Background: an optimization exercise with open tools, aiming at small area, a short achievable clock period and few clock cycles per item. Do not read the settings as production practice.
Only simulation tests tie the RTL to the original design; equivalence was not proved.
Power is estimated from default activity; no workload was simulated.

<file path="flow/config.mk">
export PLATFORM = sky130hd
export DESIGN_NAME = queued_sine_tone_generator_core
export DESIGN_NICKNAME = queued_sine_tone_generator_core
export VERILOG_FILES = /design/flow/design.v
export SDC_FILE = /design/flow/constraint.sdc
export NUM_CORES = 4
export LEC_CHECK = 0
export CAP_MARGIN = 20
export CORE_MARGIN = 2
export CORE_UTILIZATION = 50
export SETUP_SLACK_MARGIN = 5
export SLEW_MARGIN = 20
</file>
<file path="flow/constraint.sdc">
create_clock -name core_clock -period 10.0 [get_ports {clk}]
set_input_delay 2.0000 -clock core_clock [delete_from_list [all_inputs] [get_ports {clk}]]
set_output_delay 2.0000 -clock core_clock [all_outputs]
set_load 0.01 [all_outputs]
</file>
<file path="flow/design.v">
`default_nettype none
package qstg_pkg;
    localparam int QUEUE_DEPTH = 16;
    localparam logic [15:0] RATE_RESET = 16'd44100;
    localparam logic [15:0] BIG_LIMIT = 16'd64000;
endpackage
`default_nettype wire
`default_nettype none
module qstg_sine_rom (
    input  logic      [7:0]  addr,
    output logic      [14:0] data
);
    always_comb
    begin
        case (addr)
            8'd0: data = 15'd0;
            8'd1: data = 15'd201;
            8'd2: data = 15'd402;
            8'd3: data = 15'd603;
            8'd4: data = 15'd804;
            8'd5: data = 15'd1005;
            8'd6: data = 15'd1206;
            8'd7: data = 15'd1407;
            8'd8: data = 15'd1608;
            8'd9: data = 15'd1809;
            8'd10: data = 15'd2009;
            8'd11: data = 15'd2210;
            8'd12: data = 15'd2411;
            8'd13: data = 15'd2611;
            8'd14: data = 15'd2811;
            8'd15: data = 15'd3012;
            8'd16: data = 15'd3212;
            8'd17: data = 15'd3412;
            8'd18: data = 15'd3612;
            8'd19: data = 15'd3812;
            8'd20: data = 15'd4011;
            8'd21: data = 15'd4211;
            8'd22: data = 15'd4410;
            8'd23: data = 15'd4609;
            8'd24: data = 15'd4808;
            8'd25: data = 15'd5007;
            8'd26: data = 15'd5205;
            8'd27: data = 15'd5404;
            8'd28: data = 15'd5602;
            8'd29: data = 15'd5800;
            8'd30: data = 15'd5998;
            8'd31: data = 15'd6195;
            8'd32: data = 15'd6393;
            8'd33: data = 15'd6590;
            8'd34: data = 15'd6787;
            8'd35: data = 15'd6983;
            8'd36: data = 15'd7180;
            8'd37: data = 15'd7376;
            8'd38: data = 15'd7571;
            8'd39: data = 15'd7767;
            8'd40: data = 15'd7962;
            8'd41: data = 15'd8157;
            8'd42: data = 15'd8351;
            8'd43: data = 15'd8546;
            8'd44: data = 15'd8740;
            8'd45: data = 15'd8933;
            8'd46: data = 15'd9127;
            8'd47: data = 15'd9319;
            8'd48: data = 15'd9512;
            8'd49: data = 15'd9704;
            8'd50: data = 15'd9896;
            8'd51: data = 15'd10088;
            8'd52: data = 15'd10279;
            8'd53: data = 15'd10469;
            8'd54: data = 15'd10660;
            8'd55: data = 15'd10850;
            8'd56: data = 15'd11039;
            8'd57: data = 15'd11228;
            8'd58: data = 15'd11417;
            8'd59: data = 15'd11605;
            8'd60: data = 15'd11793;
            8'd61: data = 15'd11980;
            8'd62: data = 15'd12167;
            8'd63: data = 15'd12354;
            8'd64: data = 15'd12540;
            8'd65: data = 15'd12725;
            8'd66: data = 15'd12910;
            8'd67: data = 15'd13095;
            8'd68: data = 15'd13279;
            8'd69: data = 15'd13463;
            8'd70: data = 15'd13646;
            8'd71: data = 15'd13828;
            8'd72: data = 15'd14010;
            8'd73: data = 15'd14192;
            8'd74: data = 15'd14373;
            8'd75: data = 15'd14553;
            8'd76: data = 15'd14733;
            8'd77: data = 15'd14912;
            8'd78: data = 15'd15091;
            8'd79: data = 15'd15269;
            8'd80: data = 15'd15447;
            8'd81: data = 15'd15624;
            8'd82: data = 15'd15800;
            8'd83: data = 15'd15976;
            8'd84: data = 15'd16151;
            8'd85: data = 15'd16326;
            8'd86: data = 15'd16500;
            8'd87: data = 15'd16673;
            8'd88: data = 15'd16846;
            8'd89: data = 15'd17018;
            8'd90: data = 15'd17190;
            8'd91: data = 15'd17361;
            8'd92: data = 15'd17531;
            8'd93: data = 15'd17700;
            8'd94: data = 15'd17869;
            8'd95: data = 15'd18037;
            8'd96: data = 15'd18205;
            8'd97: data = 15'd18372;
            8'd98: data = 15'd18538;
            8'd99: data = 15'd18703;
            8'd100: data = 15'd18868;
            8'd101: data = 15'd19032;
            8'd102: data = 15'd19195;
            8'd103: data = 15'd19358;
            8'd104: data = 15'd19520;
            8'd105: data = 15'd19681;
            8'd106: data = 15'd19841;
            8'd107: data = 15'd20001;
            8'd108: data = 15'd20160;
            8'd109: data = 15'd20318;
            8'd110: data = 15'd20475;
            8'd111: data = 15'd20632;
            8'd112: data = 15'd20788;
            8'd113: data = 15'd20943;
            8'd114: data = 15'd21097;
            8'd115: data = 15'd21251;
            8'd116: data = 15'd21403;
            8'd117: data = 15'd21555;
            8'd118: data = 15'd21706;
            8'd119: data = 15'd21856;
            8'd120: data = 15'd22006;
            8'd121: data = 15'd22154;
            8'd122: data = 15'd22302;
            8'd123: data = 15'd22449;
            8'd124: data = 15'd22595;
            8'd125: data = 15'd22740;
            8'd126: data = 15'd22884;
            8'd127: data = 15'd23028;
            8'd128: data = 15'd23170;
            8'd129: data = 15'd23312;
            8'd130: data = 15'd23453;
            8'd131: data = 15'd23593;
            8'd132: data = 15'd23732;
            8'd133: data = 15'd23870;
            8'd134: data = 15'd24008;
            8'd135: data = 15'd24144;
            8'd136: data = 15'd24279;
            8'd137: data = 15'd24414;
            8'd138: data = 15'd24548;
            8'd139: data = 15'd24680;
            8'd140: data = 15'd24812;
            8'd141: data = 15'd24943;
            8'd142: data = 15'd25073;
            8'd143: data = 15'd25202;
            8'd144: data = 15'd25330;
            8'd145: data = 15'd25457;
            8'd146: data = 15'd25583;
            8'd147: data = 15'd25708;
            8'd148: data = 15'd25833;
            8'd149: data = 15'd25956;
            8'd150: data = 15'd26078;
            8'd151: data = 15'd26199;
            8'd152: data = 15'd26320;
            8'd153: data = 15'd26439;
            8'd154: data = 15'd26557;
            8'd155: data = 15'd26674;
            8'd156: data = 15'd26791;
            8'd157: data = 15'd26906;
            8'd158: data = 15'd27020;
            8'd159: data = 15'd27133;
            8'd160: data = 15'd27246;
            8'd161: data = 15'd27357;
            8'd162: data = 15'd27467;
            8'd163: data = 15'd27576;
            8'd164: data = 15'd27684;
            8'd165: data = 15'd27791;
            8'd166: data = 15'd27897;
            8'd167: data = 15'd28002;
            8'd168: data = 15'd28106;
            8'd169: data = 15'd28209;
            8'd170: data = 15'd28311;
            8'd171: data = 15'd28411;
            8'd172: data = 15'd28511;
            8'd173: data = 15'd28610;
            8'd174: data = 15'd28707;
            8'd175: data = 15'd28803;
            8'd176: data = 15'd28899;
            8'd177: data = 15'd28993;
            8'd178: data = 15'd29086;
            8'd179: data = 15'd29178;
            8'd180: data = 15'd29269;
            8'd181: data = 15'd29359;
            8'd182: data = 15'd29448;
            8'd183: data = 15'd29535;
            8'd184: data = 15'd29622;
            8'd185: data = 15'd29707;
            8'd186: data = 15'd29792;
            8'd187: data = 15'd29875;
            8'd188: data = 15'd29957;
            8'd189: data = 15'd30038;
            8'd190: data = 15'd30118;
            8'd191: data = 15'd30196;
            8'd192: data = 15'd30274;
            8'd193: data = 15'd30350;
            8'd194: data = 15'd30425;
            8'd195: data = 15'd30499;
            8'd196: data = 15'd30572;
            8'd197: data = 15'd30644;
            8'd198: data = 15'd30715;
            8'd199: data = 15'd30784;
            8'd200: data = 15'd30853;
            8'd201: data = 15'd30920;
            8'd202: data = 15'd30986;
            8'd203: data = 15'd31050;
            8'd204: data = 15'd31114;
            8'd205: data = 15'd31177;
            8'd206: data = 15'd31238;
            8'd207: data = 15'd31298;
            8'd208: data = 15'd31357;
            8'd209: data = 15'd31415;
            8'd210: data = 15'd31471;
            8'd211: data = 15'd31527;
            8'd212: data = 15'd31581;
            8'd213: data = 15'd31634;
            8'd214: data = 15'd31686;
            8'd215: data = 15'd31737;
            8'd216: data = 15'd31786;
            8'd217: data = 15'd31834;
            8'd218: data = 15'd31881;
            8'd219: data = 15'd31927;
            8'd220: data = 15'd31972;
            8'd221: data = 15'd32015;
            8'd222: data = 15'd32058;
            8'd223: data = 15'd32099;
            8'd224: data = 15'd32138;
            8'd225: data = 15'd32177;
            8'd226: data = 15'd32214;
            8'd227: data = 15'd32251;
            8'd228: data = 15'd32286;
            8'd229: data = 15'd32319;
            8'd230: data = 15'd32352;
            8'd231: data = 15'd32383;
            8'd232: data = 15'd32413;
            8'd233: data = 15'd32442;
            8'd234: data = 15'd32470;
            8'd235: data = 15'd32496;
            8'd236: data = 15'd32522;
            8'd237: data = 15'd32546;
            8'd238: data = 15'd32568;
            8'd239: data = 15'd32590;
            8'd240: data = 15'd32610;
            8'd241: data = 15'd32629;
            8'd242: data = 15'd32647;
            8'd243: data = 15'd32664;
            8'd244: data = 15'd32679;
            8'd245: data = 15'd32693;
            8'd246: data = 15'd32706;
            8'd247: data = 15'd32718;
            8'd248: data = 15'd32729;
            8'd249: data = 15'd32738;
            8'd250: data = 15'd32746;
            8'd251: data = 15'd32753;
            8'd252: data = 15'd32758;
            8'd253: data = 15'd32762;
            8'd254: data = 15'd32766;
            8'd255: data = 15'd32767;
            default: data = 15'd0;
        endcase
    end
endmodule
`default_nettype wire
`default_nettype none
module qstg_divider (
    input  logic [15:0] rem_in,
    input  logic [31:0] dq_in,
    input  logic [15:0] divisor,
    input  logic [17:0] divisor3,
    output logic [15:0] rem_out,
    output logic [31:0] dq_out
);
    logic [17:0] rr;
    logic [18:0] d1;
    logic [18:0] d2;
    logic [18:0] d3;
    always_comb
    begin
        rr = {rem_in, dq_in[31:30]};
        d1 = {1'b0, rr} - {3'b000, divisor};
        d2 = {1'b0, rr} - {2'b00, divisor, 1'b0};
        d3 = {1'b0, rr} - {1'b0, divisor3};
        if (!d3[18])
        begin
            rem_out = d3[15:0];
            dq_out  = {dq_in[29:0], 2'd3};
        end
        else if (!d2[18])
        begin
            rem_out = d2[15:0];
            dq_out  = {dq_in[29:0], 2'd2};
        end
        else if (!d1[18])
        begin
            rem_out = d1[15:0];
            dq_out  = {dq_in[29:0], 2'd1};
        end
        else
        begin
            rem_out = rr[15:0];
            dq_out  = {dq_in[29:0], 2'd0};
        end
    end
endmodule
`default_nettype wire
`default_nettype none
module qstg_datapath (
    input  logic        clk,
    input  logic        rst_n,
    input  logic        hold,
    input  logic        in_valid,
    input  logic [14:0] amp,
    input  logic [15:0] entry,
    input  logic        neg,
    input  logic [6:0]  info,
    output logic        out_valid,
    output logic [22:0] out_data
);
    logic        v1;
    logic [14:0] amp1;
    logic [15:0] entry1;
    logic        neg1;
    logic [6:0]  info1;
    logic        v2;
    logic [21:0] hi2;
    logic [14:0] lo2;
    logic        neg2;
    logic [6:0]  info2;
    logic [22:0] prod_hi;
    logic [22:0] prod_lo;
    logic [21:0] sum;
    logic [14:0] mag;
    logic [15:0] smp;
    always_comb
    begin
        prod_hi = amp1 * entry1[15:8];
        prod_lo = amp1 * entry1[7:0];
        sum     = hi2 + {7'd0, lo2};
        mag     = sum[21:7];
        smp     = neg2 ? (16'd0 - {1'b0, mag}) : {1'b0, mag};
    end
    always_ff @(posedge clk or negedge rst_n)
    begin
        if (!rst_n)
        begin
            v1 <= 1'b0;
            v2 <= 1'b0;
        end
        else if (!hold)
        begin
            v1 <= in_valid;
            v2 <= v1;
        end
    end
    always_ff @(posedge clk)
    begin
        if (!hold)
        begin
            amp1   <= amp;
            entry1 <= entry;
            neg1   <= neg;
            info1  <= info;
            hi2    <= prod_hi[21:0];
            lo2    <= prod_lo[22:8];
            neg2   <= neg1;
            info2  <= info1;
        end
    end
    assign out_valid = v2 && !hold;
    assign out_data  = {smp, info2};
endmodule
`default_nettype wire
`default_nettype none
module qstg_ctrl (
    input  logic        clk,
    input  logic        rst_n,
    input  logic        in_valid,
    input  logic [22:0] in_data,
    output logic        hold,
    output logic        result_valid,
    input  logic        result_stall,
    output logic [22:0] result
);
    logic        out_v;
    logic [22:0] out_d;
    logic        skid_v;
    logic [22:0] skid_d;
    logic        deq;
    assign deq = out_v && !result_stall;
    always_ff @(posedge clk or negedge rst_n)
    begin
        if (!rst_n)
        begin
            out_v  <= 1'b0;
            skid_v <= 1'b0;
        end
        else
        begin
            if (!out_v || deq)
            begin
                out_v  <= skid_v || in_valid;
                skid_v <= 1'b0;
            end
            else if (in_valid)
            begin
                skid_v <= 1'b1;
            end
        end
    end
    always_ff @(posedge clk)
    begin
        if (!out_v || deq)
        begin
            out_d <= skid_v ? skid_d : in_data;
        end
        if (in_valid)
        begin
            skid_d <= in_data;
        end
    end
    assign hold         = skid_v;
    assign result_valid = out_v;
    assign result       = out_d;
endmodule
`default_nettype wire
`default_nettype none
module queued_sine_tone_generator_core (
    input  logic                   clk,
    input  logic                   rst_n,
    input  logic                   cfg_write,
    input  logic      [15:0]       cfg_data,
    input  logic                   item_valid,
    output logic                   item_stall,
    input  logic      [47:0]       item,
    output logic                   result_valid,
    input  logic                   result_stall,
    output logic [22:0]            result
);
    localparam logic [15:0] RATE_RESET = qstg_pkg::RATE_RESET;
    localparam logic [15:0] BIG_LIMIT  = qstg_pkg::BIG_LIMIT;
    localparam logic [2:0] J_E3 = 3'd0;   
    localparam logic [2:0] J_E4 = 3'd1;   
    localparam logic [2:0] J_AB = 3'd2;   
    localparam logic [2:0] J_PH = 3'd3;   
    localparam logic [2:0] J_HD = 3'd4;   
    localparam logic [2:0] J_EN = 3'd5;   
    localparam logic [2:0] J_BG = 3'd6;   
    logic        v0;
    logic [47:0] it0;
    logic [1:0]  op0;
    logic [14:0] f0;
    logic [14:0] a0;
    logic [15:0] d0;
    assign op0 = it0[47:46];
    assign f0  = it0[45:31];
    assign a0  = it0[30:16];
    assign d0  = it0[15:0];
    logic [15:0] rate;
    logic [17:0] rate3;      
    logic        rz;         
    logic        rbig;       
    logic [9:0]  ab_a;       
    logic [9:0]  ab_b;
    logic [9:0]  thr;        
    logic        abv;
    logic [3:0]  hp;
    logic [3:0]  tp;
    logic [4:0]  used;
    logic [22:0] dm;         
    logic [15:0] ee;
    logic        hinit;      
    logic        hadv;       
    logic [9:0]  idx;
    logic [7:0]  nidx;       
    logic [15:0] r;          
    logic        pint;
    logic        prev;
    logic [9:0]  qf;
    logic [15:0] rf;
    logic [16*15-1:0] mf;
    logic [16*15-1:0] ma;
    logic [16*22-1:0] mc;
    logic [15:0]      mm;
    logic [15:0] rc;
    logic        ebusy;
    logic [2:0]  ejob;
    logic        emul;
    logic [4:0]  ecnt;
    logic        eh;
    logic [15:0] er;
    logic [31:0] dq;
    logic        ediv1000;
    logic        bigrdy;
    logic        phn;
    logic        cpend;
    logic        cstep;      
    logic [3:0]  cp;
    logic [4:0]  cleft;
    logic        hold;
    logic        conv_busy;
    assign conv_busy = ebusy && ((ejob == J_PH) || (ejob == J_HD) || (ejob == J_EN));
    logic [14:0] rd_f;
    logic [14:0] rd_a;
    logic [21:0] rd_c;
    logic        rd_m;
    always_comb
    begin
        rd_f = '0;
        rd_a = '0;
        rd_c = '0;
        rd_m = 1'b0;
        for (int i = 0; i < 16; i++)
        begin
            rd_f = rd_f | ({15{hp == 4'(i)}} & mf[i*15 +: 15]);
            rd_a = rd_a | ({15{hp == 4'(i)}} & ma[i*15 +: 15]);
            rd_c = rd_c | ({22{hp == 4'(i)}} & mc[i*22 +: 22]);
            rd_m = rd_m | ((hp == 4'(i)) & mm[i]);
        end
    end
    logic q_ne;
    logic h_rdy;
    logic smp_blk;
    logic blk_all;
    logic big0;
    logic big_blk;
    logic go;
    logic is_enq;
    logic is_smp;
    logic is_clr;
    logic nzero;
    logic full;
    logic push;
    logic dropf;
    logic smp_do;
    assign q_ne    = (used != 5'd0);
    assign h_rdy   = !hinit && !hadv;
    assign smp_blk = q_ne && (!h_rdy || (!rz && (!prev || pint)));
    assign blk_all = phn || cpend || !abv || conv_busy;
    assign big0    = rbig && (d0 > BIG_LIMIT);
    assign big_blk = (op0 == 2'd0) && big0 && !bigrdy;
    assign go      = v0 && !hold && !blk_all && !((op0 == 2'd1) && smp_blk) && !big_blk;
    assign item_stall = v0 && !go;
    assign is_enq = go && (op0 == 2'd0);
    assign is_smp = go && (op0 == 2'd1);
    assign is_clr = go && (op0 == 2'd2);
    assign nzero  = rz || (d0 < {6'd0, thr});
    assign full   = used[4];
    assign push   = is_enq && !nzero && !full;
    assign dropf  = is_enq && !nzero && full;
    assign smp_do = is_smp && q_ne;
    logic        cont;
    logic        pop;
    assign cont = !dm[22] && ((dm != 23'd0) || (ee == 16'd0));
    assign pop  = smp_do && !cont;
    logic [9:0]  h_a;
    logic [9:0]  h_b;
    logic [17:0] cs_s;
    logic [17:0] cs_k;
    logic [17:0] cs_t;
    logic        c2;
    logic [16:0] e_pl;
    logic [15:0] ee_nx;
    logic [22:0] dm_a;
    logic [22:0] dm_a1;
    logic [22:0] dm_nx;
    always_comb
    begin
        h_a   = rd_m ? 10'd1 : ab_a;
        h_b   = rd_m ? 10'd0 : ab_b;
        cs_s  = {2'b00, ee ^ {6'd0, ab_b} ^ ~rate};
        cs_k  = {1'b0, (ee & {6'd0, ab_b}) | (ee & ~rate) | ({6'd0, ab_b} & ~rate), 1'b1};
        cs_t  = cs_s + cs_k;
        c2    = !rd_m && (cs_t[17] || cs_t[16]);
        e_pl  = {1'b0, ee} + {7'd0, h_b};
        ee_nx = c2 ? cs_t[15:0] : e_pl[15:0];
        dm_a  = dm - {13'd0, h_a};
        dm_a1 = dm - {13'd0, h_a} - 23'd1;
        dm_nx = c2 ? dm_a1 : dm_a;
    end
    logic [17:0] ps_s;
    logic [17:0] ps_k;
    logic [17:0] ps_t;
    logic        c1;
    logic [15:0] r_pl;
    logic [15:0] r2;
    logic [9:0]  idx_a;
    logic [9:0]  idx_a1;
    logic [7:0]  nidx_a;
    logic [7:0]  nidx_a1;
    always_comb
    begin
        ps_s    = {2'b00, r ^ rf ^ ~rate};
        ps_k    = {1'b0, (r & rf) | (r & ~rate) | (rf & ~rate), 1'b1};
        ps_t    = ps_s + ps_k;
        c1      = ps_t[17] || ps_t[16];
        r_pl    = r + rf;
        r2      = c1 ? ps_t[15:0] : r_pl;
        idx_a   = idx + qf;
        idx_a1  = idx + qf + 10'd1;
        nidx_a  = nidx - qf[7:0];
        nidx_a1 = nidx - qf[7:0] - 8'd1;
    end
    logic [7:0]  rom_addr;
    logic [14:0] rom_data;
    logic        peak;
    assign rom_addr = idx[8] ? nidx : idx[7:0];
    assign peak     = idx[8] && (idx[7:0] == 8'd0);
    qstg_sine_rom u_rom (
        .addr (rom_addr),
        .data (rom_data)
    );
    logic [4:0] used_nx;
    always_comb
    begin
        if (is_clr)
        begin
            used_nx = 5'd0;
        end
        else
        begin
            used_nx = used + {4'd0, push} - {4'd0, pop};
        end
    end
    logic [15:0] div_d;
    logic [17:0] div_d3;
    logic [15:0] div_r;
    logic [31:0] div_dq;
    logic [17:0] mul_sum;
    assign div_d  = ediv1000 ? 16'd1000 : rate;
    assign div_d3 = ediv1000 ? 18'd3000 : rate3;
    qstg_divider u_div (
        .rem_in   (er),
        .dq_in    (dq),
        .divisor  (div_d),
        .divisor3 (div_d3),
        .rem_out  (div_r),
        .dq_out   (div_dq)
    );
    assign mul_sum = {1'b0, eh, er} + (dq[0] ? {2'b00, rc} : 18'd0);
    logic last;
    logic fin_e3;
    logic fin_e4;
    logic fin_ab;
    logic fin_ph;
    logic fin_hd;
    logic fin_en;
    logic fin_bg;
    logic mul2div;
    logic cancel;
    assign last    = ebusy && (ecnt == 5'd1);
    assign cancel  = ebusy && (((ejob == J_E3) && (cfg_write || is_clr)) ||
                               ((ejob == J_AB) && cfg_write));
    assign fin_e3  = last && !emul && (ejob == J_E3) && !cancel;
    assign fin_e4  = last && !emul && (ejob == J_E4);
    assign fin_ab  = last && !emul && (ejob == J_AB) && !cancel;
    assign fin_ph  = last && emul && (ejob == J_PH);
    assign mul2div = last && emul && (ejob != J_PH);
    assign fin_hd  = last && !emul && (ejob == J_HD);
    assign fin_en  = last && !emul && (ejob == J_EN);
    assign fin_bg  = last && !emul && (ejob == J_BG);
    logic        st_any;
    logic        st_ph;
    logic        hd_eng;
    logic        hd_set;
    logic        st_hd;
    logic        st_en;
    logic        conv_skip;
    logic        st_ab;
    logic        st_bg;
    logic        need_e4;
    logic        spec_e3;
    logic        need_e3;
    logic        st_e4;
    logic        st_e3;
    logic [15:0] dx;
    logic        dx_s0;
    logic        dx_s2;
    logic        dx_s6;
    assign st_any   = !ebusy && !cfg_write && !bigrdy;
    assign st_ph    = st_any && phn;
    assign hd_eng   = !dm[22] && (dm != 23'd0);
    assign hd_set   = st_any && !phn && cpend && !cstep && q_ne && !rd_m && !hd_eng;
    assign st_hd    = st_any && !phn && cpend && !cstep && q_ne && !rd_m && hd_eng;
    assign st_en    = st_any && !phn && cpend && cstep && (cleft != 5'd0) && !rd_m;
    assign conv_skip = st_any && !phn && cpend && !st_hd && !st_en;
    assign st_ab    = st_any && !phn && !cpend && !abv;
    assign st_bg    = st_any && !phn && !cpend && abv && v0 && big_blk;
    assign need_e4  = v0 && (op0 == 2'd1) && q_ne && !rz && pint;
    assign spec_e3  = !prev && !q_ne && v0 && (op0 == 2'd0) && !nzero && !big0;
    assign need_e3  = !prev && q_ne && !rz && !is_clr;
    assign st_e4    = st_any && !phn && !cpend && abv && !st_bg && need_e4;
    assign st_e3    = st_any && !phn && !cpend && abv && !st_bg && !need_e4 &&
                      (need_e3 || spec_e3);
    assign dx    = st_e4 ? r : (q_ne ? {1'b0, rd_f} : {1'b0, f0});
    assign dx_s0 = (dx < rate);
    assign dx_s2 = ({2'b00, dx[15:2]} < rate);
    assign dx_s6 = ({6'd0, dx[15:6]} < rate);
    always_ff @(posedge clk or negedge rst_n)
    begin
        if (!rst_n)
        begin
            ebusy <= 1'b0;
        end
        else if (cancel || fin_e3 || fin_e4 || fin_ab || fin_ph || fin_hd || fin_en || fin_bg)
        begin
            ebusy <= 1'b0;
        end
        else if (st_ph || st_hd || st_en || st_ab || st_bg || st_e4 || st_e3)
        begin
            ebusy <= 1'b1;
        end
    end
    always_ff @(posedge clk)
    begin
        if (st_ph || st_hd || st_en || st_bg)
        begin
            emul <= 1'b1;
            ecnt <= 5'd16;
            eh   <= 1'b0;
            if (st_ph)
            begin
                ejob <= J_PH;
                er   <= r;
                dq   <= {16'd0, 6'd0, idx};
            end
            else if (st_hd)
            begin
                ejob <= J_HD;
                er   <= rc - ee;
                dq   <= {16'd0, dm[15:0] - 16'd1};
            end
            else if (st_en)
            begin
                ejob <= J_EN;
                er   <= 16'd0;
                dq   <= {16'd0, rd_c[15:0]};
            end
            else
            begin
                ejob <= J_BG;
                er   <= 16'd0;
                dq   <= {16'd0, d0};
            end
        end
        else if (st_ab)
        begin
            ejob     <= J_AB;
            emul     <= 1'b0;
            ediv1000 <= 1'b0;
            ecnt     <= 5'd5;
            er       <= 16'd0;
            dq       <= {10'd1000, 22'd0};
        end
        else if (st_e4 || st_e3)
        begin
            ejob     <= st_e4 ? J_E4 : J_E3;
            emul     <= 1'b0;
            ediv1000 <= 1'b0;
            if (dx_s0)
            begin
                ecnt <= 5'd5;
                er   <= dx;
                dq   <= 32'd0;
            end
            else if (dx_s2)
            begin
                ecnt <= 5'd6;
                er   <= {2'b00, dx[15:2]};
                dq   <= {dx[1:0], 30'd0};
            end
            else if (dx_s6)
            begin
                ecnt <= 5'd8;
                er   <= {6'd0, dx[15:6]};
                dq   <= {dx[5:0], 26'd0};
            end
            else
            begin
                ecnt <= 5'd14;
                er   <= 16'd0;
                dq   <= {2'b00, dx, 14'd0};
            end
        end
        else if (mul2div)
        begin
            emul     <= 1'b0;
            ediv1000 <= 1'b1;
            ecnt     <= 5'd16;
            er       <= 16'd0;
            dq       <= {mul_sum[16:1], mul_sum[0], dq[15:1]};
        end
        else if (ebusy && emul)
        begin
            ecnt     <= ecnt - 5'd1;
            {eh, er} <= mul_sum[17:1];
            dq[15:0] <= {mul_sum[0], dq[15:1]};
        end
        else if (ebusy)
        begin
            ecnt <= ecnt - 5'd1;
            er   <= div_r;
            dq   <= div_dq;
        end
    end
    logic [21:0] big_n;
    assign big_n = dq[22] ? 22'h3FFFFF : dq[21:0];
    always_ff @(posedge clk or negedge rst_n)
    begin
        if (!rst_n)
        begin
            bigrdy <= 1'b0;
        end
        else if (fin_bg)
        begin
            bigrdy <= 1'b1;
        end
        else if (is_enq)
        begin
            bigrdy <= 1'b0;
        end
    end
    always_ff @(posedge clk or negedge rst_n)
    begin
        if (!rst_n)
        begin
            rc <= RATE_RESET;
        end
        else if (!phn && !cpend && !conv_busy)
        begin
            rc <= rate;
        end
    end
    always_ff @(posedge clk or negedge rst_n)
    begin
        if (!rst_n)
        begin
            v0    <= 1'b0;
            rate  <= RATE_RESET;
            rz    <= 1'b0;
            rbig  <= 1'b0;
            ab_a  <= 10'd0;
            ab_b  <= 10'd1000;
            thr   <= 10'd1;
            abv   <= 1'b1;
            hp    <= 4'd0;
            tp    <= 4'd0;
            used  <= 5'd0;
            hinit <= 1'b0;
            hadv  <= 1'b0;
            idx   <= 10'd0;
            nidx  <= 8'd0;
            r     <= 16'd0;
            pint  <= 1'b0;
            prev  <= 1'b0;
            phn   <= 1'b0;
            cpend <= 1'b0;
            cstep <= 1'b0;
            cp    <= 4'd0;
            cleft <= 5'd0;
        end
        else
        begin
            if (!item_stall)
            begin
                v0 <= item_valid;
            end
            if (cfg_write)
            begin
                rate <= cfg_data;
                rz   <= (cfg_data == 16'd0);
                rbig <= (cfg_data > BIG_LIMIT);
                if ((cfg_data > 16'd1000) || (cfg_data == 16'd0))
                begin
                    ab_a <= 10'd0;
                    ab_b <= 10'd1000;
                    thr  <= 10'd1;
                    abv  <= 1'b1;
                end
                else
                begin
                    abv <= 1'b0;
                end
                if (!pint && !(ebusy && (ejob == J_PH)) && ((idx != 10'd0) || (r != 16'd0)))
                begin
                    phn <= 1'b1;
                end
                if (q_ne && !cpend)
                begin
                    cpend <= 1'b1;
                    cstep <= 1'b0;
                end
            end
            else if (fin_ab)
            begin
                ab_a <= div_dq[9:0];
                ab_b <= div_r[9:0];
                thr  <= div_dq[9:0] + {9'd0, (div_r != 16'd0)};
                abv  <= 1'b1;
            end
            if (is_clr)
            begin
                hp    <= 4'd0;
                tp    <= 4'd0;
                used  <= 5'd0;
                hinit <= 1'b0;
                hadv  <= 1'b0;
            end
            else
            begin
                if (push)
                begin
                    tp <= tp + 4'd1;
                end
                if (pop)
                begin
                    hp <= hp + 4'd1;
                end
                used <= used_nx;
                if ((push && !q_ne) || (pop && (used != 5'd1)))
                begin
                    hinit <= 1'b1;
                end
                else if (hinit)
                begin
                    hinit <= 1'b0;
                    hadv  <= 1'b1;
                end
                else if (hadv)
                begin
                    hadv <= 1'b0;
                end
            end
            if (st_ph)
            begin
                phn <= 1'b0;
            end
            if (conv_skip)
            begin
                if (!cstep)
                begin
                    cstep <= 1'b1;
                    cp    <= hp;
                    cleft <= used;
                end
                else if (cleft == 5'd0)
                begin
                    hp    <= cp;
                    cpend <= 1'b0;
                end
                else
                begin
                    hp    <= hp + 4'd1;
                    cleft <= cleft - 5'd1;
                end
            end
            if (fin_hd)
            begin
                cstep <= 1'b1;
                cp    <= hp;
                cleft <= used;
            end
            if (fin_en)
            begin
                hp    <= hp + 4'd1;
                cleft <= cleft - 5'd1;
            end
            if (smp_do)
            begin
                if (rz)
                begin
                    idx  <= 10'd0;
                    nidx <= 8'd0;
                    r    <= 16'd0;
                    pint <= 1'b0;
                end
                else
                begin
                    idx  <= c1 ? idx_a1 : idx_a;
                    nidx <= c1 ? nidx_a1 : nidx_a;
                    r    <= r2;
                end
            end
            if (fin_ph)
            begin
                r    <= {mul_sum[10:1], mul_sum[0], dq[15:11]};
                pint <= 1'b1;
            end
            if (fin_e4)
            begin
                idx  <= div_dq[9:0];
                nidx <= 8'd0 - div_dq[7:0];
                r    <= div_r;
                pint <= 1'b0;
            end
            if (cfg_write || is_clr || pop)
            begin
                prev <= 1'b0;
            end
            else if (fin_e3)
            begin
                prev <= 1'b1;
            end
        end
    end
    always_ff @(posedge clk)
    begin
        if (!item_stall)
        begin
            it0 <= item;
        end
        if (fin_e3)
        begin
            qf <= div_dq[9:0];
            rf <= div_r;
        end
        if (hinit)
        begin
            dm <= {1'b0, rd_c} - {13'd0, h_a};
            ee <= {6'd0, h_b};
        end
        else if (hadv || (smp_do && !pop))
        begin
            dm <= dm_nx;
            ee <= ee_nx;
        end
        else if (hd_set)
        begin
            dm <= (!dm[22] && (ee == 16'd0)) ? 23'd0 : 23'h7FFFFF;
            ee <= 16'd0;
        end
        else if (fin_hd)
        begin
            dm <= {1'b0, div_dq[21:0]};
            ee <= 16'd0;
        end
    end
    logic [21:0] wc;
    logic        wm;
    assign wc = push ? (big0 ? big_n : {6'd0, d0}) : div_dq[21:0];
    assign wm = push ? big0 : 1'b1;
    for (genvar i = 0; i < 16; i++)
    begin : g_q
        always_ff @(posedge clk)
        begin
            if (push && (tp == 4'(i)))
            begin
                mf[i*15 +: 15] <= f0;
                ma[i*15 +: 15] <= a0;
            end
            if ((push && (tp == 4'(i))) || (fin_en && (hp == 4'(i))))
            begin
                mc[i*22 +: 22] <= wc;
                mm[i]          <= wm;
            end
        end
    end
    always_ff @(posedge clk)
    begin
        rate3 <= {1'b0, rate, 1'b0} + {2'b00, rate};
    end
    logic        dp_valid;
    logic [22:0] dp_data;
    qstg_datapath u_dp (
        .clk       (clk),
        .rst_n     (rst_n),
        .hold      (hold),
        .in_valid  (go),
        .amp       ((smp_do && !rz) ? rd_a : 15'd0),
        .entry     (peak ? 16'h8000 : {1'b0, rom_data}),
        .neg       (idx[9]),
        .info      ({smp_do, dropf, used_nx}),
        .out_valid (dp_valid),
        .out_data  (dp_data)
    );
    qstg_ctrl u_out (
        .clk          (clk),
        .rst_n        (rst_n),
        .in_valid     (dp_valid),
        .in_data      (dp_data),
        .hold         (hold),
        .result_valid (result_valid),
        .result_stall (result_stall),
        .result       (result)
    );
endmodule
`default_nettype wire
</file>
<file path="flow/run.sh">
#!/bin/bash
# synth_recipe.tcl (not shown) runs the flow's synth.tcl, then flattens the netlist and writes it again
# the make line also repeats each setting of config.mk as NAME=value (left out here)
make -C /OpenROAD-flow-scripts/flow DESIGN_CONFIG=/design/flow/config.mk WORK_HOME=/design/flow/orfs CLKGATE_MAP_FILE= SYNTH_SCRIPT=/design/flow/synth_recipe.tcl finish
</file>
==> results of run 1 <==
[layout by cell type, fill, tap and decap left out, drive strengths merged, types with 173 or more instances in the layout]
master	count
edfxtp	1121
nand2	551
buf	496
nor2	427
inv	416
ha	386
a21oi	356
o21ai	335
clkbuf	203
fa	195
xnor2	184
a22oi	173
and2	173
[path summary, 6_finish.rpt]
check,from,end,cells past startpoint
hold reg to reg,u_dp.neg1,u_dp.neg2,0
min in group asynchronous,rst_n,ab_a[0],1
setup reg to reg,hp[0],dm[12],22
hold / removal,u_dp.neg1,u_dp.neg2,0
max in group asynchronous,rst_n,rate[0],2
setup / recovery,cfg_write,er[13],21
[metrics by stage]
step	utilization	total power [W]	instance area (um^2)	setup slack, ns	hold slack, ns
6_report	0.602	0.0249	90200	4.79	0.422
3_5_place_dp	0.529	0.0173	79300	3.05	0.407
2_1_floorplan	-	0.0133	75900	4.64	0.400
4_1_cts	0.582	0.0238	87300	4.85	0.419
3_3_place_gp	0.529	0.0172	79300	3.11	0.402
5_1_grt	0.601	0.0258	90200	4.69	0.433
[routing by layer]
metal / vias to the layer above / part of all wire
met2: 3553 / 0.45
met4: 2 / 0.057
met1: 30505 / 0.39
met3: 761 / 0.10
met5: - / 0.000025
li1: 26472 / -
[logic make-up (layout without fill, tap and decap cells)]
| kind of cell | after synthesis | in the layout | synth area share |
|---|---|---|---|
| AO/OA/AOI/OAI | 1866 | 1866 | 0.171 |
| buffers and inverters | 778 | 1284 | 0.0395 |
| AND/OR/NAND/NOR | 1883 | 1886 | 0.121 |
| XOR/XNOR | 279 | 279 | 0.0323 |
| other | 0 | 4 | 0 |
| flip-flops | 1303 | 1303 | 0.502 |
| adder cells (fa/ha/maj) | 581 | 581 | 0.115 |
| multiplexers | 134 | 134 | 0.0191 |
[timing repair]
item,in CTS,in global routing
gates cloned,14,10
gates resized for setup,319,346
setup endpoints to repair,804,258
setup buffers,199,130
pin swaps,103,184
hold buffers,0,0
[power groups by stage]
| stage | combinational (W) | clock [W] | sequential [W] |
|---|---|---|---|
| 2_1_floorplan | 0.00642 | 0 | 0.00692 |
| 3_3_place_gp | 0.00982 | 0 | 0.00741 |
| 3_5_place_dp | 0.00987 | 0 | 0.00741 |
| 4_1_cts | 0.0112 | 0.00536 | 0.00723 |
| 5_1_grt | 0.0130 | 0.00557 | 0.00728 |
| 6_report | 0.0123 | 0.00532 | 0.00728 |
[sequential cells by signal, indices dropped and copies added (netlist names), 18 cells and up]
signal / count
dm: 23
mf: 240
dq: 32
u_dp.hi2: 22
it0: 48
u_out.out_d: 23
ma: 240
rate3: 18
mc: 352
u_out.skid_d: 23
[layout make-up]
type	count	area [um^2]	share of cell area
clock inverters	70	813	0.00902
well taps	2016	2520	0.0280
multi-input cells	4746	37400	0.415
diodes	4	10.0	0.000111
flip-flops and latches	1303	38000	0.422
repair buffers	607	5910	0.0655
inverters	414	1590	0.0176
clock buffers	193	3890	0.0431
==> results.yml, run 1 <==
sta:
  rsz0062_at_grt: "true"
  finalHoldViolCount: 0
  fin_tns_setup_ns: 0
  fin_skew_ns: 0.0590
  slew_viol_final: 0
  setup_viol: 0
  relSlewSlack: 0.188
  tightestPinTransition_ns: 1.22
  max_freq_mhz: 192
  timing.final.crit_period_ns: 5.21
  fin_crit_sh: 0.521
floorplanning:
  dieArea_um2: 154000
  die_x_um: 393
  start_util: 0.505
  num_rows: 142
  coreArea_um2: 150000
  ios: 94
  die_y_um: 393
global_route:
  grt_max_degree: 78
  busiest_layer: "met2"
  use_met2: 0.558
  grtUsageMet3: 0.0748
  antenna_found_initial: 13
  grt_pass1_vias: 58467
  grt_overflow_total: 0
  grt_first_pass_wirelength_mm: 404
  globalRouteTotalUtil: 0.359
  use_met1: 0.481
synthesis:
  yosysSeqAreaShare: 0.502
  synth_common_cells: "edfxtp_1 (1,121), nand2_1 (551), nor2_1 (426), inv_1 (410), ha_1 (386)"
  syn_nets: 7474
  yosysTopAreaCell: "edfxtp_1"
  syn_inst: 6824
  yosysWarnings: 5
  synth_most_common_cell: "edfxtp_1"
  ys_seq_elements: 1303
  synthTopCellsByArea: "edfxtp_1 (44%), ha_1 (6.4%), fa_1 (5.2%)"
  synthDistinctLibCells: 95
  avgSynthCellArea_um2: 11.1
  synth_top_area_frac: 0.445
  synth_area_um2: 75700
  async_flop_share: 0.104
  synthFlopType: "edfxtp_1"
  synth_edf_count: 1121
worst_setup_path:
  crit_fanout: 7
  crit_chain: "buf_12 -> buf_12 -> nor3_4 -> nand3_2 -> or2_4 -> o211ai_1 -> a21boi_4 -> clkinv_4 -> ha_4 -> nand4_1 -> o21ai_2 -> a2111oi_4 -> a221oi_2 -> o31ai_2 -> o211a_1 -> o211ai_1 -> buf_4 -> buf_6 -> o22ai_2 -> a21oi_2 -> o311ai_1"
  end_kind: "flop"
  ff2ff_setup_slack_ns: 4.85
  crit_path_max_incr_delay_ns: 0.33
  critPathBufInv: 5
  cp_slowest_cell: "or2_4"
  critical_path_class: "in2reg"
  required_ns: 10.50
  critPathLaunchType: "primary input"
  cp_top_family: "compound AO/OA/AOI/OAI gates"
  cp_data_arrival_time_ns: 5.71
placement:
  numPlacedInstances: 8733
  detailed_place_hpwl_mm: 181
  gp_congestion: 1.00
  port_buffers: 93
power:
  power_density_nw_per_um2: 276
  p_clk_frac: 0.213
  seq_power_share: 0.292
  p_comb_frac: 0.494
  switching_share: 0.428
  p_int_w: 0.0143
  ir_worst_vdd_uv: 168
  leakagePower_nw: 34.0
  switchingPower_w: 0.0107
clock_tree:
  cts_buffer_depth: 3
  clock_sinks: 1303
  clock_latency_ns: 0.81
  cts_made_buffers: 142
  htreeDepth: 4
  cts_tree: "yes"
  path_clk_slew_ns: 0.06
  clockRootBuffer: "clkbuf_16"
finish:
  instances_no_fill: 9353
  syn_to_final_growth_pct: 19.2
  num-nets-final: 7864
  drive_gt1_frac: 0.176
  fillers: 12364
route:
  ant_nets: 0
  vias_per_cell: 6.55
  detail_route.wirelength_mm: 284
  vias: 61293
  drcViolationCount: 0
  wire_per_inst_um: 30.3
  drtIter0Drc: 7111
  drtPass1Iterations: 9
hold_path:
  holdCritPathClass: "reg2reg"
flow_run:
  max_cap_viol_count: 0
run_status:
  status: "finished clean"
Testbench counts, summed over its fixed seeds: cycles 2,299, items 2,048.
==> run 2, diff against run 1 <==
--- a/flow/design.v
+++ b/flow/design.v
@@ -287,32 +287,23 @@
     logic [18:0] d1;
     logic [18:0] d2;
     logic [18:0] d3;
+    logic        s0;
+    logic        s1;
+    logic        s2;
+    logic        s3;
     always_comb
     begin
         rr = {rem_in, dq_in[31:30]};
         d1 = {1'b0, rr} - {3'b000, divisor};
         d2 = {1'b0, rr} - {2'b00, divisor, 1'b0};
         d3 = {1'b0, rr} - {1'b0, divisor3};
-        if (!d3[18])
-        begin
-            rem_out = d3[15:0];
-            dq_out  = {dq_in[29:0], 2'd3};
-        end
-        else if (!d2[18])
-        begin
-            rem_out = d2[15:0];
-            dq_out  = {dq_in[29:0], 2'd2};
-        end
-        else if (!d1[18])
-        begin
-            rem_out = d1[15:0];
-            dq_out  = {dq_in[29:0], 2'd1};
-        end
-        else
-        begin
-            rem_out = rr[15:0];
-            dq_out  = {dq_in[29:0], 2'd0};
-        end
+        s3 = !d3[18];
+        s2 = d3[18] && !d2[18];
+        s1 = d2[18] && !d1[18];
+        s0 = d1[18];
+        rem_out = ({16{s3}} & d3[15:0]) | ({16{s2}} & d2[15:0]) |
+                  ({16{s1}} & d1[15:0]) | ({16{s0}} & rr[15:0]);
+        dq_out  = {dq_in[29:0], s3 | s2, s3 | s1};
     end
 endmodule
 `default_nettype wire
@@ -335,22 +326,37 @@
     logic        neg1;
     logic [6:0]  info1;
     logic        v2;
-    logic [21:0] hi2;
-    logic [14:0] lo2;
+    logic [19:0] x2;
+    logic [19:0] y2;
+    logic [14:0] z2;
     logic        neg2;
     logic [6:0]  info2;
-    logic [22:0] prod_hi;
-    logic [22:0] prod_lo;
-    logic [21:0] sum;
-    logic [14:0] mag;
-    logic [15:0] smp;
+    logic [20:0] px;
+    logic [19:0] py;
+    logic [19:0] pz;
+    logic [25:0] o1;
+    logic [25:0] o2;
+    logic [25:0] o3;
+    logic [25:0] o4;
+    logic [25:0] s1;
+    logic [25:0] k1;
+    logic [25:0] s2;
+    logic [25:0] k2;
+    logic [25:0] tot;
     always_comb
     begin
-        prod_hi = amp1 * entry1[15:8];
-        prod_lo = amp1 * entry1[7:0];
-        sum     = hi2 + {7'd0, lo2};
-        mag     = sum[21:7];
-        smp     = neg2 ? (16'd0 - {1'b0, mag}) : {1'b0, mag};
+        px = amp1 * entry1[15:10];
+        py = amp1 * entry1[9:5];
+        pz = amp1 * entry1[4:0];
+        o1 = {{1{neg2}}, ({20{neg2}} ^ x2), {5{neg2}}};
+        o2 = {{6{neg2}}, ({20{neg2}} ^ y2)};
+        o3 = {{11{neg2}}, ({15{neg2}} ^ z2)};
+        o4 = neg2 ? 26'd1026 : 26'd0;
+        s1  = o1 ^ o2 ^ o3;
+        k1  = {((o1[24:0] & o2[24:0]) | (o1[24:0] & o3[24:0]) | (o2[24:0] & o3[24:0])), 1'b0};
+        s2  = s1 ^ k1 ^ o4;
+        k2  = {((s1[24:0] & k1[24:0]) | (s1[24:0] & o4[24:0]) | (k1[24:0] & o4[24:0])), 1'b0};
+        tot = s2 + k2;
     end
     always_ff @(posedge clk or negedge rst_n)
     begin
@@ -373,14 +379,15 @@
             entry1 <= entry;
             neg1   <= neg;
             info1  <= info;
-            hi2    <= prod_hi[21:0];
-            lo2    <= prod_lo[22:8];
+            x2     <= px[19:0];
+            y2     <= py;
+            z2     <= pz[19:5];
             neg2   <= neg1;
             info2  <= info1;
         end
     end
     assign out_valid = v2 && !hold;
-    assign out_data  = {smp, info2};
+    assign out_data  = {tot[25:10], info2};
 endmodule
 `default_nettype wire
 `default_nettype none
@@ -390,6 +397,7 @@
     input  logic        in_valid,
     input  logic [22:0] in_data,
     output logic        hold,
+    output logic        hold_nx,
     output logic        result_valid,
     input  logic        result_stall,
     output logic [22:0] result
@@ -432,6 +440,7 @@
         end
     end
     assign hold         = skid_v;
+    assign hold_nx      = (!out_v || deq) ? 1'b0 : (in_valid || skid_v);
     assign result_valid = out_v;
     assign result       = out_d;
 endmodule
@@ -458,12 +467,14 @@
     localparam logic [2:0] J_HD = 3'd4;   
     localparam logic [2:0] J_EN = 3'd5;   
     localparam logic [2:0] J_BG = 3'd6;   
+    localparam logic [2:0] J_XL = 3'd7;   
     logic        v0;
     logic [47:0] it0;
     logic [1:0]  op0;
     logic [14:0] f0;
     logic [14:0] a0;
     logic [15:0] d0;
+    logic        d0big;      
     assign op0 = it0[47:46];
     assign f0  = it0[45:31];
     assign a0  = it0[30:16];
@@ -476,13 +487,19 @@
     logic [9:0]  ab_b;
     logic [9:0]  thr;        
     logic        abv;
+    logic        abw;        
+    logic        cfg_d;      
+    logic        clr_d;      
     logic [3:0]  hp;
     logic [3:0]  tp;
     logic [4:0]  used;
+    logic        q_ne;       
+    logic        full;       
     logic [22:0] dm;         
     logic [15:0] ee;
     logic        hinit;      
-    logic        hadv;       
+    logic [1:0]  hadv;       
+    logic        hmode;      
     logic [9:0]  idx;
     logic [7:0]  nidx;       
     logic [15:0] r;          
@@ -530,7 +547,6 @@
             rd_m = rd_m | ((hp == 4'(i)) & mm[i]);
         end
     end
-    logic q_ne;
     logic h_rdy;
     logic smp_blk;
     logic blk_all;
@@ -541,23 +557,23 @@
     logic is_smp;
     logic is_clr;
     logic nzero;
-    logic full;
     logic push;
     logic dropf;
     logic smp_do;
-    assign q_ne    = (used != 5'd0);
-    assign h_rdy   = !hinit && !hadv;
+    logic stall_now;
+    logic stall_r;
+    logic hold_nx;
+    assign h_rdy   = !hinit && (hadv == 2'd0);
     assign smp_blk = q_ne && (!h_rdy || (!rz && (!prev || pint)));
     assign blk_all = phn || cpend || !abv || conv_busy;
-    assign big0    = rbig && (d0 > BIG_LIMIT);
+    assign big0    = rbig && d0big;
     assign big_blk = (op0 == 2'd0) && big0 && !bigrdy;
     assign go      = v0 && !hold && !blk_all && !((op0 == 2'd1) && smp_blk) && !big_blk;
-    assign item_stall = v0 && !go;
+    assign stall_now = v0 && !go;
     assign is_enq = go && (op0 == 2'd0);
     assign is_smp = go && (op0 == 2'd1);
     assign is_clr = go && (op0 == 2'd2);
     assign nzero  = rz || (d0 < {6'd0, thr});
-    assign full   = used[4];
     assign push   = is_enq && !nzero && !full;
     assign dropf  = is_enq && !nzero && full;
     assign smp_do = is_smp && q_ne;
@@ -578,12 +594,12 @@
     logic [22:0] dm_nx;
     always_comb
     begin
-        h_a   = rd_m ? 10'd1 : ab_a;
-        h_b   = rd_m ? 10'd0 : ab_b;
+        h_a   = hmode ? 10'd1 : ab_a;
+        h_b   = hmode ? 10'd0 : ab_b;
         cs_s  = {2'b00, ee ^ {6'd0, ab_b} ^ ~rate};
         cs_k  = {1'b0, (ee & {6'd0, ab_b}) | (ee & ~rate) | ({6'd0, ab_b} & ~rate), 1'b1};
         cs_t  = cs_s + cs_k;
-        c2    = !rd_m && (cs_t[17] || cs_t[16]);
+        c2    = !hmode && (cs_t[17] || cs_t[16]);
         e_pl  = {1'b0, ee} + {7'd0, h_b};
         ee_nx = c2 ? cs_t[15:0] : e_pl[15:0];
         dm_a  = dm - {13'd0, h_a};
@@ -623,17 +639,93 @@
         .data (rom_data)
     );
     logic [4:0] used_nx;
+    logic [4:0] used_p1;
+    logic [4:0] used_m1;
+    logic       u1;
+    logic       u15;
     always_comb
     begin
+        used_p1 = used + 5'd1;
+        used_m1 = used - 5'd1;
+        u1      = (used == 5'd1);
+        u15     = (used == 5'd15);
         if (is_clr)
         begin
             used_nx = 5'd0;
         end
+        else if (pop)
+        begin
+            used_nx = used_m1;
+        end
+        else if (push)
+        begin
+            used_nx = used_p1;
+        end
+        else
+        begin
+            used_nx = used;
+        end
+    end
+    logic       v0_n;
+    logic [1:0] op0_n;
+    logic       d0big_n;
+    logic       phn_n;
+    logic       cpend_n;
+    logic       abv_n;
+    logic       convb_n;
+    logic       q_ne_n;
+    logic       hini_c;
+    logic       hinit_n;
+    logic       hadv_n;
+    logic       rz_n;
+    logic       prev_n;
+    logic       pint_n;
+    logic       rbig_n;
+    logic       bigrdy_n;
+    logic       smpb_n;
+    logic       blka_n;
+    logic       bigb_n;
+    logic       go_n;
+    logic       stall_nx;
+    always_comb
+    begin
+        v0_n     = item_stall || item_valid;
+        op0_n    = item_stall ? op0 : item[47:46];
+        d0big_n  = item_stall ? d0big : (item[15:0] > BIG_LIMIT);
+        phn_n    = st_ph ? 1'b0 :
+                   ((cfg_write && !pint && !(ebusy && (ejob == J_PH)) &&
+                     ((idx != 10'd0) || (r != 16'd0))) ? 1'b1 : phn);
+        cpend_n  = (conv_skip && cstep && (cleft == 5'd0)) ? 1'b0 :
+                   ((cfg_write && q_ne && !cpend) ? 1'b1 : cpend);
+        abv_n    = cfg_write ? ((cfg_data > 16'd1000) || (cfg_data == 16'd0)) : (abw || abv);
+        convb_n  = st_ph || st_hd || st_en || (conv_busy && !(fin_ph || fin_hd || fin_en));
+        q_ne_n   = !is_clr && (push || (q_ne && !(pop && u1)));
+        hini_c   = (push && !q_ne) || (pop && !u1);
+        hinit_n  = !is_clr && hini_c;
+        hadv_n   = !is_clr && !hini_c && (hinit || (hadv == 2'd2));
+        rz_n     = cfg_write ? (cfg_data == 16'd0) : rz;
+        prev_n   = (cfg_write || is_clr || pop) ? 1'b0 : (fin_e3 || prev);
+        pint_n   = fin_ph ? 1'b1 : ((fin_e4 || (smp_do && rz)) ? 1'b0 : pint);
+        rbig_n   = cfg_write ? (cfg_data > BIG_LIMIT) : rbig;
+        bigrdy_n = fin_bg || (bigrdy && !is_enq);
+        smpb_n   = q_ne_n && (hinit_n || hadv_n || (!rz_n && (!prev_n || pint_n)));
+        blka_n   = phn_n || cpend_n || !abv_n || convb_n;
+        bigb_n   = (op0_n == 2'd0) && rbig_n && d0big_n && !bigrdy_n;
+        go_n     = v0_n && !hold_nx && !blka_n && !((op0_n == 2'd1) && smpb_n) && !bigb_n;
+        stall_nx = v0_n && !go_n;
+    end
+    always_ff @(posedge clk or negedge rst_n)
+    begin
+        if (!rst_n)
+        begin
+            stall_r <= 1'b0;
+        end
         else
         begin
-            used_nx = used + {4'd0, push} - {4'd0, pop};
+            stall_r <= stall_nx;
         end
     end
+    assign item_stall = stall_r;
     logic [15:0] div_d;
     logic [17:0] div_d3;
     logic [15:0] div_r;
@@ -660,9 +752,14 @@
     logic fin_bg;
     logic mul2div;
     logic cancel;
+    logic cancel_d;
+    logic ekeep;             
     assign last    = ebusy && (ecnt == 5'd1);
-    assign cancel  = ebusy && (((ejob == J_E3) && (cfg_write || is_clr)) ||
-                               ((ejob == J_AB) && cfg_write));
+    assign cancel_d = ebusy && ((((ejob == J_E3) || (ejob == J_XL)) && (cfg_d || (clr_d && !ekeep))) ||
+                                ((ejob == J_AB) && cfg_d));
+    assign cancel   = cancel_d ||
+                      (ebusy && ((((ejob == J_E3) || (ejob == J_XL)) && (cfg_write || is_clr)) ||
+                                 ((ejob == J_AB) && cfg_write)));
     assign fin_e3  = last && !emul && (ejob == J_E3) && !cancel;
     assign fin_e4  = last && !emul && (ejob == J_E4);
     assign fin_ab  = last && !emul && (ejob == J_AB) && !cancel;
@@ -685,11 +782,16 @@
     logic        need_e3;
     logic        st_e4;
     logic        st_e3;
+    logic        st_xl;
+    logic        pq_emp;
+    logic        pspec;
+    logic        st_pe3;
+    logic        xl_go;
     logic [15:0] dx;
     logic        dx_s0;
     logic        dx_s2;
     logic        dx_s6;
-    assign st_any   = !ebusy && !cfg_write && !bigrdy;
+    assign st_any   = (!ebusy || cancel_d) && !bigrdy;
     assign st_ph    = st_any && phn;
     assign hd_eng   = !dm[22] && (dm != 23'd0);
     assign hd_set   = st_any && !phn && cpend && !cstep && q_ne && !rd_m && !hd_eng;
@@ -700,11 +802,17 @@
     assign st_bg    = st_any && !phn && !cpend && abv && v0 && big_blk;
     assign need_e4  = v0 && (op0 == 2'd1) && q_ne && !rz && pint;
     assign spec_e3  = !prev && !q_ne && v0 && (op0 == 2'd0) && !nzero && !big0;
-    assign need_e3  = !prev && q_ne && !rz && !is_clr;
+    assign need_e3  = !prev && q_ne && !rz;
     assign st_e4    = st_any && !phn && !cpend && abv && !st_bg && need_e4;
-    assign st_e3    = st_any && !phn && !cpend && abv && !st_bg && !need_e4 &&
-                      (need_e3 || spec_e3);
-    assign dx    = st_e4 ? r : (q_ne ? {1'b0, rd_f} : {1'b0, f0});
+    assign st_e3    = st_any && !phn && !cpend && abv && !st_bg && !need_e4 && spec_e3;
+    assign pq_emp   = (v0 && (op0 == 2'd2)) || (!q_ne && !(v0 && (op0 == 2'd0)));
+    assign pspec    = item_valid && !item_stall && (item[47:46] == 2'd0) && !prev && !rz &&
+                      !(item[15:0] < {6'd0, thr}) && !(rbig && (item[15:0] > BIG_LIMIT)) &&
+                      ({1'b0, item[45:31]} < rate) && pq_emp;
+    assign st_pe3   = st_any && !phn && !cpend && abv && !st_bg && !need_e4 && !spec_e3 && pspec;
+    assign st_xl    = st_any && !phn && !cpend && abv && !st_bg && !need_e4 && need_e3 && !pspec;
+    assign xl_go    = ebusy && (ejob == J_XL) && !cancel_d;
+    assign dx    = xl_go ? er : (need_e4 ? r : {1'b0, f0});
     assign dx_s0 = (dx < rate);
     assign dx_s2 = ({2'b00, dx[15:2]} < rate);
     assign dx_s6 = ({6'd0, dx[15:6]} < rate);
@@ -714,13 +822,13 @@
         begin
             ebusy <= 1'b0;
         end
-        else if (cancel || fin_e3 || fin_e4 || fin_ab || fin_ph || fin_hd || fin_en || fin_bg)
+        else if (st_ph || st_hd || st_en || st_ab || st_bg || st_e4 || st_e3 || st_xl || st_pe3)
         begin
-            ebusy <= 1'b0;
+            ebusy <= 1'b1;
         end
-        else if (st_ph || st_hd || st_en || st_ab || st_bg || st_e4 || st_e3)
+        else if (cancel || fin_e3 || fin_e4 || fin_ab || fin_ph || fin_hd || fin_en || fin_bg)
         begin
-            ebusy <= 1'b1;
+            ebusy <= 1'b0;
         end
     end
     always_ff @(posedge clk)
@@ -764,7 +872,21 @@
             er       <= 16'd0;
             dq       <= {10'd1000, 22'd0};
         end
-        else if (st_e4 || st_e3)
+        else if (st_xl)
+        begin
+            ejob <= J_XL;
+            er   <= {1'b0, rd_f};
+        end
+        else if (st_pe3)
+        begin
+            ejob     <= J_E3;
+            emul     <= 1'b0;
+            ediv1000 <= 1'b0;
+            ecnt     <= 5'd5;
+            er       <= {1'b0, item[45:31]};
+            dq       <= 32'd0;
+        end
+        else if (st_e4 || st_e3 || xl_go)
         begin
             ejob     <= st_e4 ? J_E4 : J_E3;
             emul     <= 1'b0;
@@ -815,6 +937,17 @@
             dq   <= div_dq;
         end
     end
+    always_ff @(posedge clk or negedge rst_n)
+    begin
+        if (!rst_n)
+        begin
+            ekeep <= 1'b0;
+        end
+        else
+        begin
+            ekeep <= st_pe3;
+        end
+    end
     logic [21:0] big_n;
     assign big_n = dq[22] ? 22'h3FFFFF : dq[21:0];
     always_ff @(posedge clk or negedge rst_n)
@@ -855,11 +988,16 @@
             ab_b  <= 10'd1000;
             thr   <= 10'd1;
             abv   <= 1'b1;
+            abw   <= 1'b0;
+            cfg_d <= 1'b0;
+            clr_d <= 1'b0;
+            q_ne  <= 1'b0;
+            full  <= 1'b0;
             hp    <= 4'd0;
             tp    <= 4'd0;
             used  <= 5'd0;
             hinit <= 1'b0;
-            hadv  <= 1'b0;
+            hadv  <= 2'd0;
             idx   <= 10'd0;
             nidx  <= 8'd0;
             r     <= 16'd0;
@@ -886,7 +1024,6 @@
                 begin
                     ab_a <= 10'd0;
                     ab_b <= 10'd1000;
-                    thr  <= 10'd1;
                     abv  <= 1'b1;
                 end
                 else
@@ -907,16 +1044,24 @@
             begin
                 ab_a <= div_dq[9:0];
                 ab_b <= div_r[9:0];
-                thr  <= div_dq[9:0] + {9'd0, (div_r != 16'd0)};
-                abv  <= 1'b1;
             end
+            else if (abw)
+            begin
+                abv <= 1'b1;
+            end
+            abw   <= fin_ab && !cfg_write;
+            cfg_d <= cfg_write;
+            clr_d <= is_clr;
+            thr <= ab_a + {9'd0, (ab_b != 10'd0)};
+            q_ne <= !is_clr && (push || (q_ne && !(pop && u1)));
+            full <= !is_clr && ((push && u15) || (full && !pop));
             if (is_clr)
             begin
                 hp    <= 4'd0;
                 tp    <= 4'd0;
                 used  <= 5'd0;
                 hinit <= 1'b0;
-                hadv  <= 1'b0;
+                hadv  <= 2'd0;
             end
             else
             begin
@@ -929,18 +1074,18 @@
                     hp <= hp + 4'd1;
                 end
                 used <= used_nx;
-                if ((push && !q_ne) || (pop && (used != 5'd1)))
+                if ((push && !q_ne) || (pop && !u1))
                 begin
                     hinit <= 1'b1;
                 end
                 else if (hinit)
                 begin
                     hinit <= 1'b0;
-                    hadv  <= 1'b1;
+                    hadv  <= 2'd2;
                 end
-                else if (hadv)
+                else if (hadv != 2'd0)
                 begin
-                    hadv <= 1'b0;
+                    hadv <= hadv - 2'd1;
                 end
             end
             if (st_ph)
@@ -1019,7 +1164,8 @@
     begin
         if (!item_stall)
         begin
-            it0 <= item;
+            it0   <= item;
+            d0big <= (item[15:0] > BIG_LIMIT);
         end
         if (fin_e3)
         begin
@@ -1028,39 +1174,44 @@
         end
         if (hinit)
         begin
-            dm <= {1'b0, rd_c} - {13'd0, h_a};
-            ee <= {6'd0, h_b};
+            dm    <= {1'b0, rd_c};
+            ee    <= 16'd0;
+            hmode <= rd_m;
         end
-        else if (hadv || (smp_do && !pop))
+        else if ((hadv != 2'd0) || (smp_do && !pop))
         begin
             dm <= dm_nx;
             ee <= ee_nx;
         end
         else if (hd_set)
         begin
-            dm <= (!dm[22] && (ee == 16'd0)) ? 23'd0 : 23'h7FFFFF;
-            ee <= 16'd0;
+            dm    <= (!dm[22] && (ee == 16'd0)) ? 23'd0 : 23'h7FFFFF;
+            ee    <= 16'd0;
+            hmode <= 1'b1;
         end
         else if (fin_hd)
         begin
-            dm <= {1'b0, div_dq[21:0]};
-            ee <= 16'd0;
+            dm    <= {1'b0, div_dq[21:0]};
+            ee    <= 16'd0;
+            hmode <= 1'b1;
         end
     end
+    logic        wspec;
     logic [21:0] wc;
     logic        wm;
-    assign wc = push ? (big0 ? big_n : {6'd0, d0}) : div_dq[21:0];
-    assign wm = push ? big0 : 1'b1;
+    assign wspec = v0 && (op0 == 2'd0) && !full && !cpend;
+    assign wc    = cpend ? div_dq[21:0] : (big0 ? big_n : {6'd0, d0});
+    assign wm    = cpend || big0;
     for (genvar i = 0; i < 16; i++)
     begin : g_q
         always_ff @(posedge clk)
         begin
-            if (push && (tp == 4'(i)))
+            if (wspec && (tp == 4'(i)))
             begin
                 mf[i*15 +: 15] <= f0;
                 ma[i*15 +: 15] <= a0;
             end
-            if ((push && (tp == 4'(i))) || (fin_en && (hp == 4'(i))))
+            if ((wspec && (tp == 4'(i))) || (fin_en && (hp == 4'(i))))
             begin
                 mc[i*22 +: 22] <= wc;
                 mm[i]          <= wm;
@@ -1091,6 +1242,7 @@
         .in_valid     (dp_valid),
         .in_data      (dp_data),
         .hold         (hold),
+        .hold_nx      (hold_nx),
         .result_valid (result_valid),
         .result_stall (result_stall),
         .result       (result)
--- a/flow/config.mk
+++ b/flow/config.mk
@@ -7,6 +7,7 @@
 export LEC_CHECK = 0
 export CAP_MARGIN = 20
 export CORE_MARGIN = 2
-export CORE_UTILIZATION = 50
+export CORE_UTILIZATION = 60
+export CTS_BUF_LIST = sky130_fd_sc_hd__clkbuf_8
 export SETUP_SLACK_MARGIN = 5
 export SLEW_MARGIN = 20
==> run 2 against run 1 <==
  * Still clean on timing, DRC and antenna
  * Final area shrank 6.3%
  * Sequential share of layout area up 3.6 points
  * Area after synthesis up 1.4%
  * Sequential cell count rose by 28
  * Synthesized cell count up 1.4%
  * Clock-buffer cell count increased by 32
  * Combinational power down 11%
  * Die area is 15% lower
  * Routed wire length is 5.6% lower
==> results.yml, run 2 <==
placement:
  post-place-ws_ns: 3.47
  gp_congestion: 1.06
  numPlacedInstances: 8460
  detailed_place_hpwl_mm: 181
  port_buffers: 93
floorplanning:
  die_y_um: 362
  dieArea_um2: 131000
  ios: 94
  start_util: 0.603
  die_x_um: 362
  coreArea_um2: 127000
  num_rows: 131
finish:
  instances_no_fill: 8896
  syn_to_final_growth_pct: 10.2
  drive_gt1_frac: 0.0960
  reg_top3: "mc: 352 flops, ma: 240 flops, mf: 240 flops"
  final_cell_mix: "edfxtp_1 (1,129), nand2_1 (621), inv_1 (460)"
  largest_register_ffs: 352
  regMostFlops: "mc"
  num-nets-final: 7728
  layout_commonest_cell: "edfxtp_1"
power:
  ir_worst_vdd_uv: 185
  leakagePower_nw: 32.8
  power.total_w: 0.0239
  power_density_nw_per_um2: 283
route:
  drcViolationCount: 0
  routed-wl-met2_mm: 117
  drtPass1Iterations: 7
  detail_route.wirelength_mm: 268
  wl_met1_mm: 101
  vias: 60982
  drtIter0Drc: 8117
  met3_length_mm: 31.5
  ant_nets: 0
  top_layer_used: "met5"
  vias_per_cell: 6.85
  wire_per_inst_um: 30.1
synthesis:
  synth_edf_count: 1129
  syn_inst: 6922
  async_flop_share: 0.107
  synthTopCellsByArea: "edfxtp_1 (44%), ha_1 (7.0%), fa_1 (4.7%)"
  synth_common_cells: "edfxtp_1 (1,129), nand2_1 (626), ha_1 (427), nor2_1 (409), inv_1 (391)"
  yosysWarnings: 5
  yosysTopAreaCell: "edfxtp_1"
  yosysSeqAreaShare: 0.504
  synth_area_um2: 76700
  syn_nets: 7597
  synthFlopType: "edfxtp_1"
  avgSynthCellArea_um2: 11.1
  synth_top_area_frac: 0.442
  synth_most_common_cell: "edfxtp_1"
  synthDistinctLibCells: 111
  ys_seq_elements: 1331
global_route:
  grt_overflow_total: 0
  grt_max_degree: 75
  grt_first_pass_wirelength_mm: 388
  grt_pass1_vias: 58346
  antenna_found_initial: 6
  globalRouteTotalUtil: 0.406
sta:
  fin_ws_ns: 5.02
  relSlewSlack: 0.0733
  setup_viol: 0
  fin_skew_ns: 0.0754
  fin_tns_setup_ns: 0
  finalHoldViolCount: 0
  tightestPinTransition_ns: 1.38
  timing.final.crit_period_ns: 4.98
  rsz0062_at_grt: "false"
  slew_viol_final: 0
  holdWs_ns: 0.422
  max_freq_mhz: 201
  fin_crit_sh: 0.498
worst_setup_path:
  crit_fanout: 25
  cp_slowest_cell: "clkdlybuf4s50_1"
  required_ns: 10.64
  crit_chain: "clkdlybuf4s50_1 -> ha_1 -> a21oi_2 -> o2111a_1 -> o221ai_1 -> a31oi_1 -> a21bo_4 -> and3_2 -> nand2_2 -> or2_2"
  critPathLaunchType: "primary input"
  critical_path_class: "in2reg"
  end_kind: "flop"
  cp_data_arrival_time_ns: 5.62
  crit_path_max_incr_delay_ns: 0.62
flow_run:
  max_cap_viol_count: 0
clock_tree:
  cts_made_buffers: 212
  clock_sinks: 1331
  cts_buffer_depth: 3
  cts_tree: "yes"
  path_clk_slew_ns: 0.06
  htreeDepth: 4
  clockRootBuffer: "clkbuf_8"
  clock_latency_ns: 1.01
run_status:
  status: "finished clean"
hold_path:
  holdCritPathClass: "reg2reg"
run 2: through the flow:
| stage | cell area [um^2] | utilization |
|---|---|---|
| after floorplan | 76700 | - |
| after global placement | 79700 | 0.626 |
| after detailed placement | 79700 | 0.627 |
| after CTS | 84100 | 0.661 |
| after global routing | 84500 | 0.664 |
| final | 84500 | 0.665 |
run 2: power by group:
group          internal (W)  total, W  switching [W]
clock network       0.00238   0.00471        0.00233
logic               0.00367    0.0110        0.00736
registers           0.00714   0.00815        0.00102
total                0.0132    0.0239         0.0107
run 2: worst max-delay path: cells and delay by family:
family	cells	cell delay, ns
AOI/OAI and AO/OA	5	1.43
adders and majority gates	1	0.43
buffers and inverters	1	0.62
and+or+nand+nor	3	1.10
run 2: what timing repair did:
item,4_1_cts,5_1_grt
hold buffers,0,0
cloned,0,0
setup buffers,15,25
resized for setup,8,25
endpoints found under the hold margin,0,0
endpoints found under the setup margin,45,86
pin swaps,0,0
run 2: metal layers:
metal,vias up,GRT usage
met4,2,0.230
met3,837,0.0940
met1,29861,0.544
met2,3983,0.610
met5,-,0
li1,26299,-
run 2: logic make-up after synthesis:
group                    synth area share
AO/OA/AOI/OAI                       0.173
XOR/XNOR                           0.0377
adder cells (fa/ha/maj)             0.116
buffers and inverters              0.0390
flip-flops                          0.504
multiplexers                       0.0104
AND/OR/NAND/NOR                     0.119
run 2: path summary, 6_finish.rpt:
path / from / end / slack (ns) / cells after the start
min in group asynchronous: rst_n / rate[14] / 0.91 / 1
min reg2reg: u_dp.info1[4] / u_dp.info2[4] / 0.42 / 0
min: u_dp.info1[4] / u_dp.info2[4] / 0.42 / 0
max in group asynchronous: rst_n / cpend / 7.80 / 2
max: item[45] / er[14] / 5.02 / 10
max reg2reg: ediv1000 / r[2] / 5.06 / 15
run 2: area by class of cell:
| cell class | count | area, um^2 |
|---|---|---|
| multi-input combinational | 4829 | 35500 |
| clock inverter | 165 | 1210 |
| timing repair buffer | 283 | 2410 |
| inverter | 396 | 1500 |
| sequential | 1331 | 38700 |
| tap | 1662 | 2080 |
| fill | 9553 | 42700 |
| clock buffer | 225 | 3100 |
| antenna | 5 | 12.5 |
Testbench counts of run 2, summed over its fixed seeds: cycles 2,272, items 2,048.

[separate check: timing with driven ports]
The results above use ideal ports. As a check the final layouts listed here were re-extracted and re-timed, cells and wires unchanged.
Step 1, drivers: a clkbuf_16 drives clk and a buf_2 each remaining input, both assumed.
Step 2 also shifts input and output timing later by t, the mid clock arrival at the registers, as if the neighbouring blocks saw the same clock.
a / b / c = ideal / step 1 / step 2; a / b = the first two.
run | t, ns | slack for setup (ns) | worst setup path after step 2
run 1 | 0.869 | 4.789 / 4.829 / 3.960 | input to register
run 2 | 1.046 | 5.024 / 5.056 / 4.027 | input to register
After both steps every run listed still meets setup and hold. The setup slack of run 2, which loses most, moves by +0.032 ns with the drivers and by -0.997 ns with both steps.
